What follows belongs to an exercise in optimizing a design on an open flow for small area; a production flow would make more cautious choices.
Only simulation tests tie the RTL to the original design; equivalence was not proved.
No activity file was given, so power comes from the tool's default toggle rates.

File: flow/run.sh
#!/bin/bash
# Standard layout (standard.sh: the ORFS flow, from synthesis to the
# final DEF) with these ORFS settings changed:
#  - the port buffers are the smallest buffer cell instead of a delay cell;
#  - clock tree synthesis uses clkbuf_4 cells, sink clusters of at most 10 and no
#    dummy loads.
# The synthesis, floorplan, power grid, tap cells and routing are standard.
set -o pipefail
cp standard.sh standard_sh.txt
export BUFFER_PORTS_ARGS="-buffer_cell sky130_fd_sc_hd__buf_1"
export CTS_ARGS="-sink_clustering_enable -repair_clock_nets -dont_use_dummy_load -buf_list sky130_fd_sc_hd__clkbuf_4 -sink_clustering_size 10 -sink_clustering_max_diameter 35"
bash standard.sh > standard.log 2>&1
File: constraint.sdc
create_clock -name core_clock -period 5.0 [get_ports {clk}]
set_input_delay 1.0000 -clock core_clock [delete_from_list [all_inputs] [get_ports {clk}]]
set_output_delay 1.0000 -clock core_clock [all_outputs]
set_load 0.01 [all_outputs]
File: config.mk
export PLATFORM = sky130hd
export DESIGN_NAME = decode
export DESIGN_NICKNAME = decode
export VERILOG_FILES = /design/flow/design.v
export SDC_FILE = /design/flow/constraint.sdc
export NUM_CORES = 4
export LEC_CHECK = 0
export CAP_MARGIN = 20
export CORE_MARGIN = 2
export CORE_UTILIZATION = 72
export PLACE_DENSITY = 0.85
export SLEW_MARGIN = 20
export SYNTH_HIERARCHICAL = 1
File: design.v
package rv32i_types;
    localparam int num_regs = 32;                    
    typedef logic [31:0] rv32i_word;                 
    typedef logic [4:0]  rv32i_reg;                  
    typedef enum logic [6:0] {
        op_lui   = 7'b0110111,
        op_auipc = 7'b0010111,
        op_jal   = 7'b1101111,
        op_jalr  = 7'b1100111,
        op_br    = 7'b1100011,
        op_load  = 7'b0000011,
        op_store = 7'b0100011,
        op_imm   = 7'b0010011,
        op_reg   = 7'b0110011,
        op_csr   = 7'b1110011                        
    } rv32i_opcode;
    typedef enum logic [2:0] {
        alu_add = 3'b000,
        alu_sll = 3'b001,
        alu_sra = 3'b010,
        alu_sub = 3'b011,
        alu_xor = 3'b100,
        alu_srl = 3'b101,
        alu_or  = 3'b110,
        alu_and = 3'b111
    } alu_ops;
    typedef enum logic [2:0] {
        beq  = 3'b000,
        bne  = 3'b001,
        blt  = 3'b100,
        bge  = 3'b101,
        bltu = 3'b110,
        bgeu = 3'b111
    } branch_funct3;
    typedef enum logic [2:0] {
        f3_add  = 3'b000,                            
        f3_sll  = 3'b001,
        f3_slt  = 3'b010,
        f3_sltu = 3'b011,
        f3_xor  = 3'b100,
        f3_sr   = 3'b101,                            
        f3_or   = 3'b110,
        f3_and  = 3'b111
    } arith_funct3;
    typedef enum logic [2:0] {
        f3_lb  = 3'b000,
        f3_lh  = 3'b001,
        f3_lw  = 3'b010,
        f3_lbu = 3'b100,
        f3_lhu = 3'b101
    } load_funct3;
    typedef enum logic [2:0] {
        f3_sb = 3'b000,
        f3_sh = 3'b001,
        f3_sw = 3'b010
    } store_funct3;
    typedef enum logic {
        alumux1_rs1 = 1'b0,
        alumux1_pc  = 1'b1
    } alumux1_sel_t;
    typedef enum logic [2:0] {
        alumux2_i_imm = 3'd0,
        alumux2_u_imm = 3'd1,
        alumux2_b_imm = 3'd2,
        alumux2_s_imm = 3'd3,
        alumux2_j_imm = 3'd4,
        alumux2_rs2   = 3'd5
    } alumux2_sel_t;
    typedef enum logic [3:0] {
        rf_alu_out  = 4'd0,
        rf_br_en    = 4'd1,                          
        rf_u_imm    = 4'd2,
        rf_lw       = 4'd3,
        rf_pc_plus4 = 4'd4,
        rf_lb       = 4'd5,
        rf_lbu      = 4'd6,
        rf_lh       = 4'd7,
        rf_lhu      = 4'd8
    } regfilemux_sel_t;
    typedef enum logic {
        cmpmux_rs2   = 1'b0,
        cmpmux_i_imm = 1'b1
    } cmpmux_sel_t;
    typedef struct packed {
        rv32i_opcode     opcode;
        alu_ops          aluop;
        branch_funct3    cmpop;
        alumux1_sel_t    alumux1_sel;
        alumux2_sel_t    alumux2_sel;
        regfilemux_sel_t regfilemux_sel;
        cmpmux_sel_t     cmpmux_sel;
        logic            load_regfile;
        logic            mem_read;
        logic            mem_write;
        logic [3:0]      mem_byte_enable;            
    } rv32i_control_word;
    typedef struct packed {
        rv32i_word         pc;
        rv32i_word         i_imm;
        rv32i_word         s_imm;
        rv32i_word         b_imm;
        rv32i_word         u_imm;
        rv32i_word         j_imm;
        rv32i_word         rs1;                      
        rv32i_word         rs2;
        rv32i_reg          rd;
        logic [2:0]        funct3;
        rv32i_control_word ctrl;
        logic              valid;
    } stage_regs;
endpackage
`timescale 1ns/100ps
package rv32i_ir;
    function automatic rv32i_types::rv32i_word i_imm(input rv32i_types::rv32i_word in);
        i_imm = {{21{in[31]}}, in[30:20]};
    endfunction
    function automatic rv32i_types::rv32i_word s_imm(input rv32i_types::rv32i_word in);
        s_imm = {{21{in[31]}}, in[30:25], in[11:7]};
    endfunction
    function automatic rv32i_types::rv32i_word b_imm(input rv32i_types::rv32i_word in);
        b_imm = {{20{in[31]}}, in[7], in[30:25], in[11:8], 1'b0};
    endfunction
    function automatic rv32i_types::rv32i_word u_imm(input rv32i_types::rv32i_word in);
        u_imm = {in[31:12], 12'h000};
    endfunction
    function automatic rv32i_types::rv32i_word j_imm(input rv32i_types::rv32i_word in);
        j_imm = {{12{in[31]}}, in[19:12], in[20], in[30:21], 1'b0};
    endfunction
endpackage
`timescale 1ns/100ps
package rv32i_ctrl;
    function automatic rv32i_types::rv32i_control_word control(
        input rv32i_types::rv32i_opcode opcode,
        input logic [2:0]               funct3,
        input logic [6:0]               funct7
    );
        rv32i_types::rv32i_control_word c;
        c        = '0;                                
        c.opcode = opcode;                            
        case (opcode)
            rv32i_types::op_lui: begin
                c.load_regfile   = 1'b1;
                c.regfilemux_sel = rv32i_types::rf_u_imm;
            end
            rv32i_types::op_auipc: begin
                c.aluop          = rv32i_types::alu_add;
                c.alumux1_sel    = rv32i_types::alumux1_pc;
                c.alumux2_sel    = rv32i_types::alumux2_u_imm;
                c.load_regfile   = 1'b1;
                c.regfilemux_sel = rv32i_types::rf_alu_out;
            end
            rv32i_types::op_jal: begin
                c.aluop          = rv32i_types::alu_add;     
                c.alumux1_sel    = rv32i_types::alumux1_pc;
                c.alumux2_sel    = rv32i_types::alumux2_j_imm;
                c.load_regfile   = 1'b1;
                c.regfilemux_sel = rv32i_types::rf_pc_plus4;   
            end
            rv32i_types::op_jalr: begin
                c.aluop          = rv32i_types::alu_add;     
                c.alumux1_sel    = rv32i_types::alumux1_rs1;
                c.alumux2_sel    = rv32i_types::alumux2_i_imm;
                c.load_regfile   = 1'b1;
                c.regfilemux_sel = rv32i_types::rf_pc_plus4;
            end
            rv32i_types::op_br: begin
                c.aluop       = rv32i_types::alu_add;        
                c.alumux1_sel = rv32i_types::alumux1_pc;
                c.alumux2_sel = rv32i_types::alumux2_b_imm;
                c.cmpop       = rv32i_types::branch_funct3'(funct3);
                c.cmpmux_sel  = rv32i_types::cmpmux_rs2;
            end
            rv32i_types::op_load: begin
                c.aluop        = rv32i_types::alu_add;       
                c.alumux2_sel  = rv32i_types::alumux2_i_imm;
                c.mem_read     = 1'b1;
                c.load_regfile = 1'b1;
                case (funct3)
                    rv32i_types::f3_lb: begin
                        c.regfilemux_sel  = rv32i_types::rf_lb;
                        c.mem_byte_enable = 4'b0001;
                    end
                    rv32i_types::f3_lbu: begin
                        c.regfilemux_sel  = rv32i_types::rf_lbu;
                        c.mem_byte_enable = 4'b0001;
                    end
                    rv32i_types::f3_lh: begin
                        c.regfilemux_sel  = rv32i_types::rf_lh;
                        c.mem_byte_enable = 4'b0011;
                    end
                    rv32i_types::f3_lhu: begin
                        c.regfilemux_sel  = rv32i_types::rf_lhu;
                        c.mem_byte_enable = 4'b0011;
                    end
                    default: begin                               
                        c.regfilemux_sel  = rv32i_types::rf_lw;
                        c.mem_byte_enable = 4'b1111;
                    end
                endcase
            end
            rv32i_types::op_store: begin
                c.aluop       = rv32i_types::alu_add;        
                c.alumux2_sel = rv32i_types::alumux2_s_imm;
                c.mem_write   = 1'b1;
                case (funct3)
                    rv32i_types::f3_sb: c.mem_byte_enable = 4'b0001;
                    rv32i_types::f3_sh: c.mem_byte_enable = 4'b0011;
                    default:            c.mem_byte_enable = 4'b1111;
                endcase
            end
            rv32i_types::op_imm, rv32i_types::op_reg: begin
                c.load_regfile   = 1'b1;
                c.regfilemux_sel = rv32i_types::rf_alu_out;
                c.alumux2_sel    = (opcode == rv32i_types::op_reg) ?
                                      rv32i_types::alumux2_rs2 :
                                      rv32i_types::alumux2_i_imm;
                c.cmpmux_sel     = (opcode == rv32i_types::op_reg) ?
                                      rv32i_types::cmpmux_rs2 :
                                      rv32i_types::cmpmux_i_imm;
                case (funct3)
                    rv32i_types::f3_add: begin
                        c.aluop = (opcode == rv32i_types::op_reg && funct7[5]) ?
                                     rv32i_types::alu_sub : rv32i_types::alu_add;
                    end
                    rv32i_types::f3_sr: begin
                        c.aluop = funct7[5] ? rv32i_types::alu_sra :
                                                 rv32i_types::alu_srl;
                    end
                    rv32i_types::f3_slt: begin
                        c.cmpop          = rv32i_types::blt;   
                        c.regfilemux_sel = rv32i_types::rf_br_en;
                    end
                    rv32i_types::f3_sltu: begin
                        c.cmpop          = rv32i_types::bltu;
                        c.regfilemux_sel = rv32i_types::rf_br_en;
                    end
                    default: c.aluop = rv32i_types::alu_ops'(funct3);   
                endcase
            end
            default: ;                                   
        endcase
        control = c;
    endfunction
endpackage
`timescale 1ns/100ps
module rf_aoi222 (
    input  logic [2:0] a,
    input  logic [2:0] b,
    output logic       y
);
    assign y = ~|(a & b);
endmodule
module rf_nand2 (
    input  logic a,
    input  logic b,
    output logic y
);
    assign y = ~(a & b);
endmodule
module rf_nand12 (
    input  logic [11:0] n,
    output logic        y
);
    assign y = ~&n;
endmodule
module rf_read_bit (
    input  logic [31:0] sel,
    input  logic [31:0] d,
    output logic        y
);
    logic [11:0] n;
    for (genvar g = 0; g < 10; g++) begin : g_aoi
        rf_aoi222 u_aoi (
            .a (sel[3*g +: 3]),
            .b (d[3*g +: 3]),
            .y (n[g])
        );
    end
    for (genvar g = 10; g < 12; g++) begin : g_nand
        rf_nand2 u_nand (
            .a (sel[20 + g]),
            .b (d[20 + g]),
            .y (n[g])
        );
    end
    rf_nand12 u_or (
        .n (n),
        .y (y)
    );
endmodule
`timescale 1ns/100ps
module decode (
    input  logic         clk,
    input  logic         rst_n,
    input  logic [31:0]  rdata_a,      
    input  logic [31:0]  pc,           
    input  logic         resp_a,       
    input  logic         resp_b,       
    input  logic [31:0]  cache_out,    
    input  logic         ld_regfile,   
    input  logic [4:0]   rd,           
    output logic [293:0] regs_out      
);
    logic                           load_all;
    assign load_all = resp_a | resp_b;            
    rv32i_types::rv32i_word         rf_data [1:31];
    logic [31:1]                    rf_written;
    logic [31:1]                    rf_we;
    always_comb begin
        for (int k = 1; k < 32; k++) begin
            rf_we[k] = ld_regfile && (rd == 5'(k));
        end
    end
    always_ff @(posedge clk or negedge rst_n) begin
        if (!rst_n) begin
            rf_written <= '0;
        end else begin
            rf_written <= rf_written | rf_we;
        end
    end
    always_ff @(posedge clk) begin
        for (int k = 1; k < 32; k++) begin
            if (rf_we[k]) rf_data[k] <= cache_out;
        end
    end
    rv32i_types::rv32i_word         pc_q;
    rv32i_types::rv32i_word         instr_q;
    rv32i_types::rv32i_word         rs1_q;
    rv32i_types::rv32i_word         rs2_q;
    logic                           valid_q;
    rv32i_types::rv32i_word         rs1_d;
    rv32i_types::rv32i_word         rs2_d;
    logic [31:0]                    sel_a;
    logic [31:0]                    sel_b;
    always_comb begin
        sel_a[0] = !load_all;
        sel_b[0] = !load_all;
        for (int k = 1; k < 32; k++) begin
            sel_a[k] = load_all && rf_written[k] && (rdata_a[19:15] == 5'(k));
            sel_b[k] = load_all && rf_written[k] && (rdata_a[24:20] == 5'(k));
        end
    end
    for (genvar j = 0; j < 32; j++) begin : g_rd
        logic [31:0] da;
        logic [31:0] db;
        always_comb begin
            da[0] = rs1_q[j];
            db[0] = rs2_q[j];
            for (int k = 1; k < 32; k++) begin
                da[k] = rf_data[k][j];
                db[k] = rf_data[k][j];
            end
        end
        rf_read_bit u_a (.sel(sel_a), .d(da), .y(rs1_d[j]));
        rf_read_bit u_b (.sel(sel_b), .d(db), .y(rs2_d[j]));
    end
    always_ff @(posedge clk or negedge rst_n) begin
        if (!rst_n) begin
            rs1_q <= '0;
            rs2_q <= '0;
        end else begin
            rs1_q <= rs1_d;
            rs2_q <= rs2_d;
        end
    end
    always_ff @(posedge clk or negedge rst_n) begin
        if (!rst_n) begin
            pc_q    <= '0;
            instr_q <= '0;
            valid_q <= 1'b0;
        end else if (load_all) begin
            pc_q    <= pc;
            instr_q <= rdata_a;
            valid_q <= 1'b1;
        end
    end
    rv32i_types::stage_regs         stage;
    always_comb begin
        stage        = '0;
        stage.pc     = pc_q;
        stage.i_imm  = rv32i_ir::i_imm(instr_q);
        stage.s_imm  = rv32i_ir::s_imm(instr_q);
        stage.b_imm  = rv32i_ir::b_imm(instr_q);
        stage.u_imm  = rv32i_ir::u_imm(instr_q);
        stage.j_imm  = rv32i_ir::j_imm(instr_q);
        stage.rs1    = rs1_q;
        stage.rs2    = rs2_q;
        stage.rd     = instr_q[11:7];
        stage.funct3 = instr_q[14:12];
        stage.ctrl   = rv32i_ctrl::control(rv32i_types::rv32i_opcode'(instr_q[6:0]),
                                           instr_q[14:12], instr_q[31:25]);
        stage.valid  = valid_q;
    end
    assign regs_out = stage;
endmodule
File: standard.sh
#!/bin/bash
# synth_recipe.tcl (not shown) runs the flow's synth.tcl, then flattens the netlist and writes it again
# the make line also repeats each setting of config.mk as NAME=value (left out here)
make -C /OpenROAD-flow-scripts/flow DESIGN_CONFIG=/design/flow/config.mk WORK_HOME=/design/flow/orfs CLKGATE_MAP_FILE= SYNTH_SCRIPT=/design/flow/synth_recipe.tcl "${@:-finish}"
==> flow_metrics.py <==
metrics = {
    "outcome": {
        "status": "finished clean",
    },
    "yosys": {
        "synth_area_mm2": 0.0456,
        "synth.avg_cell_area_um2": 17.3,
        "synth_simple_gate_area_share_pct": 7.10,
        "seq_total_area_yosys_pct": 74.1,
        "synth-adder-area-share_pct": 0,
        "yosys_warnings": 8,
        "synth.ff_latch_count": 1152,
        "synth-xor-area-share_pct": 0.0192,
        "synthArstFlopShare_pct": 13.9,
        "synthMuxAreaShare_pct": 1.56,
        "synth_edf_count": 992,
        "dominantRegCellSynth": "sky130_fd_sc_hd__edfxtp_1",
        "synth_top_family_by_area": "compound AO/OA/AOI/OAI gates",
        "post_synth_num_cell_types": 44,
        "postSynthCellCount": 2642,
        "synthesized_area_fraction_occupied_by_ao_oa_aoi_and_oai_cells_pct": 14.6,
    },
    "global_routing": {
        "globalRouteTotalUtil_pct": 48.2,
        "grt_antenna_before_repair": 7,
        "busiest_layer": "met2",
        "met2_usage_pct": 69.6,
        "met3_usage_pct": 22.0,
        "grt_pass1_vias": 34800,
        "gr-total-overflow": 0,
        "grt_pass1_wl_um": 225000,
        "grt_start_max_net_pins": 77,
        "globalRouteMet1Util_pct": 57.9,
    },
    "clocking": {
        "tritoncts_num_sinks": 1152,
        "cts_tree": "done",
        "cts_made_buffers": 151,
        "cts_root_buffer": "sky130_fd_sc_hd__clkbuf_4",
        "cts_buffer_depth": 3,
        "htreeDepth": 4,
        "post_cts_resized": 0,
        "clock_latency_ns": 1.13,
        "clkTransAtPathRegs_ns": 0.10,
    },
    "routing": {
        "antenna_violating_nets_post_route": 0,
        "post_drt_wl_per_cell_um": 40.0,
        "drt_pass1_iterations": 20,
        "dr.first_iter.drc_count": 12200,
        "routed_wl_um": 159000,
        "vias": 35600,
        "drc": 0,
        "route.detailed.vias_per_inst": 8.92,
    },
    "die": {
        "die_h_um": 256,
        "die-area_mm2": 0.0653,
        "die_w_um": 256,
        "row_count": 92,
        "core_area_mm2": 0.0629,
        "boundaryPins": 400,
        "floorplan.initialDensity_pct": 72.5,
    },
    "power_and_ir_drop": {
        "ir_drop_uv": 262,
        "power.density_mw_per_mm2": 336,
        "p_leak_nw": 16.0,
    },
    "sta": {
        "worst-slew-pin-transition_ns": 1.43,
        "hold_violations": 0,
        "postLayoutSetupSlackWorst_ns": 1.32,
        "fmaxAchievable_mhz": 271,
        "fin_worst_skew_ns": 0.130,
        "timing.final.setup_violations": 0,
        "slew-limit-headroom_pct": 4.66,
        "timing_max_transition_violations_final": 0,
        "rsz0062_at_grt": "no",
        "crit_share_post_route_pct": 73.7,
        "post-route-min-period_ns": 3.68,
        "fin_tns_setup_ns": 0,
    },
    "worst_setup_path": {
        "rr_endpoint": "rs2_q[19]$_DFF_PN0_",
        "crit_arrival_ns": 2.68,
        "r2r_cells": 5,
        "worst-endpoint-required_ns": 4.00,
        "startpoint_type": "flop",
        "endpoint_kind": "output pin",
        "critical_path_peak_fanout": 16,
        "critPathKind": "reg2out",
        "critical_path.reg2reg.startpoint": "rf_written[8]$_DFF_PN0_",
        "ff2ff_setup_slack_ns": 2.26,
    },
    "min_path": {
        "hold-path-cell-count": 2,
        "worst_hold_path.endpoint": "pc_q[5]$_DFFE_PN0N_",
        "holdCritStartpoint": "pc[5]",
        "hold_path.class": "in2reg",
    },
    "layout": {
        "area_delta_synth_final_pct": 8.12,
        "mostFrequentLayoutCell": "sky130_fd_sc_hd__edfxtp_1",
        "layout-drive-gt1-share_pct": 13.1,
        "nets": 3242,
        "mostFrequentLayoutCells": "sky130_fd_sc_hd__edfxtp_1 (992), sky130_fd_sc_hd__a222oi_1 (640), sky130_fd_sc_hd__buf_1 (355)",
    },
    "place": {
        "place_worst_setup_slack_ns": 0.901,
        "port_buffers": 385,
        "hpwl_um": 93000,
        "place.gp.congestion": 0.996,
    },
    "job": {
        "max_cap_viol_count": 0,
    },
}
==> synthesized netlist by cell type (2+ instances only) <==
library cell,n,area [µm²]
sky130_fd_sc_hd__buf_2,12,60.1
sky130_fd_sc_hd__nand3b_1,4,30.0
sky130_fd_sc_hd__nor2_1,47,176
sky130_fd_sc_hd__a21o_1,2,15.0
sky130_fd_sc_hd__nor3b_1,8,60.1
sky130_fd_sc_hd__or2_2,17,106
sky130_fd_sc_hd__o21bai_1,16,120
sky130_fd_sc_hd__nor4_1,4,25.0
sky130_fd_sc_hd__a21oi_1,6,30.0
sky130_fd_sc_hd__o22ai_1,2,12.5
sky130_fd_sc_hd__or3_1,65,407
sky130_fd_sc_hd__buf_4,145,1090
sky130_fd_sc_hd__edfxtp_1,992,29800
sky130_fd_sc_hd__dfrtp_1,160,4000
sky130_fd_sc_hd__mux2_2,63,709
sky130_fd_sc_hd__o21ai_0,3,15.0
sky130_fd_sc_hd__nor2b_1,8,50.1
sky130_fd_sc_hd__and3_1,65,407
sky130_fd_sc_hd__clkbuf_1,5,18.8
sky130_fd_sc_hd__nor2_2,2,12.5
sky130_fd_sc_hd__nand3_1,5,25.0
sky130_fd_sc_hd__and2_1,3,18.8
sky130_fd_sc_hd__nand2_1,140,526
sky130_fd_sc_hd__buf_1,2,7.51
sky130_fd_sc_hd__nand4b_1,4,35.0
sky130_fd_sc_hd__nor3_1,8,40.0
sky130_fd_sc_hd__a222oi_1,640,6410
sky130_fd_sc_hd__nand4_1,193,1210
sky130_fd_sc_hd__nand2b_1,6,37.5
==> sequential cells by signal (all words and copies together) (netlist names) <==
register,flops
valid_q,1
pc_q,32
rf_written,31
rs2_q,32
instr_q,32
rs1_q,32
rf_data,992
==> Yosys stat by module, one instance, submodules excluded, excerpt <==
module	times used	cell area [µm²]	flip-flops and latches	cells inside
decode	1	37100	1152	1618
rf_nand2	128	3.75	0	1
rf_aoi222	640	10.0	0	1
rf_nand12	64	25.0	0	4
==> area by class of cell <==
class / instances / area, µm²
flip-flops and latches: 1152 / 33800
fillers: 3445 / 13600
multi-input cells: 1337 / 10900
repair buffers: 493 / 2380
clock buffers: 151 / 1130
well taps: 846 / 1060
diodes: 8 / 20.0
inverters: 1 / 3.75
==> worst max-delay path, stage by stage, from the launching register on <==
cell and delay, ns:
sky130_fd_sc_hd__dfrtp_1 0.57, sky130_fd_sc_hd__or4bb_1 0.61, sky130_fd_sc_hd__a2bb2oi_1 0.16, sky130_fd_sc_hd__nor2_2 0.12, sky130_fd_sc_hd__buf_1 0.16
==> power by group <==
group	internal [W]	switching (W)
combinational	0.000412	0.000849
clock	0.00139	0.00289
sequential	0.0107	0.000298
total	0.0125	0.00403
==> what timing repair did <==
item | CTS | global route
hold buffers | 0 | 1
hold endpoints to repair | 0 | 15
setup buffers | 0 | 0
endpoints found under the setup margin | 0 | 0
==> worst max path at each step <==
stage	to	cells past startpoint	from	slack, ns
floorplan	rf_data[3][0]$_DFFE_PP_	3	rd[2]	1.74
global placement	rs1_q[10]$_DFF_PN0_	8	resp_b	0.95
detailed placement	rs1_q[24]$_DFF_PN0_	8	resp_b	0.90
CTS	regs_out[20]	4	instr_q[2]$_DFFE_PN0N_	1.29
global route	regs_out[12]	4	instr_q[2]$_DFFE_PN0N_	1.19
finish	regs_out[21]	4	instr_q[14]$_DFFE_PN0N_	1.32
==> kinds of logic after synthesis <==
logic type             Yosys count
AO/OA/AOI/OAI                  674
XOR/XNOR                         1
AND/OR/NAND/NOR                585
flip-flops                    1152
other                            1
multiplexers                    63
buffers and inverters          166
==> per-stage QoR <==
step	power [W]	instances	util, %	hold slack [ns]	cell area (µm²)
6_report	0.0166	3988	78.4	0.124	49300
3_5_place_dp	0.0124	3826	76.4	0.472	48000
5_1_grt	0.0169	3982	78.4	0.0958	49300
4_1_cts	0.0164	3977	78.2	0.0926	49200
3_3_place_gp	0.0124	3824	76.4	0.452	48000
2_1_floorplan	0.0118	2655	-	0.434	45600
==> layer usage <==
layer / part of all wire [%] / wire length (µm)
met1: 27 / 43600
met2: 43 / 68400
met3: 21 / 32700
met4: 9.2 / 14700
met5: 0.046 / 73

## port drivers added, routing unchanged
The results above use ideal ports. As a check the final layout listed here was re-extracted and re-timed, cells and wires unchanged. Step 1 sets driving cells, clkbuf_16 on the clock port and buf_2 on the other inputs (assumed; they add their load-dependent delay and slew). Step 2, shift: input delay + t, output delay - t, t = (earliest + latest rising clock arrival at the registers) / 2. This alone moves slack from input paths to output paths. Three values: ideal, step 1, step 2; two values: the first two.
t (ns): 1.126
slack for setup (ns): 1.316 / 1.257 / 0.703
worst hold slack (ns): 0.124 / 0.090 / 0.500
worst setup path at the end: input to register
After both steps setup and hold are still met in this run. The setup slack of this run moves by -0.059 ns with the drivers and by -0.613 ns with both steps.
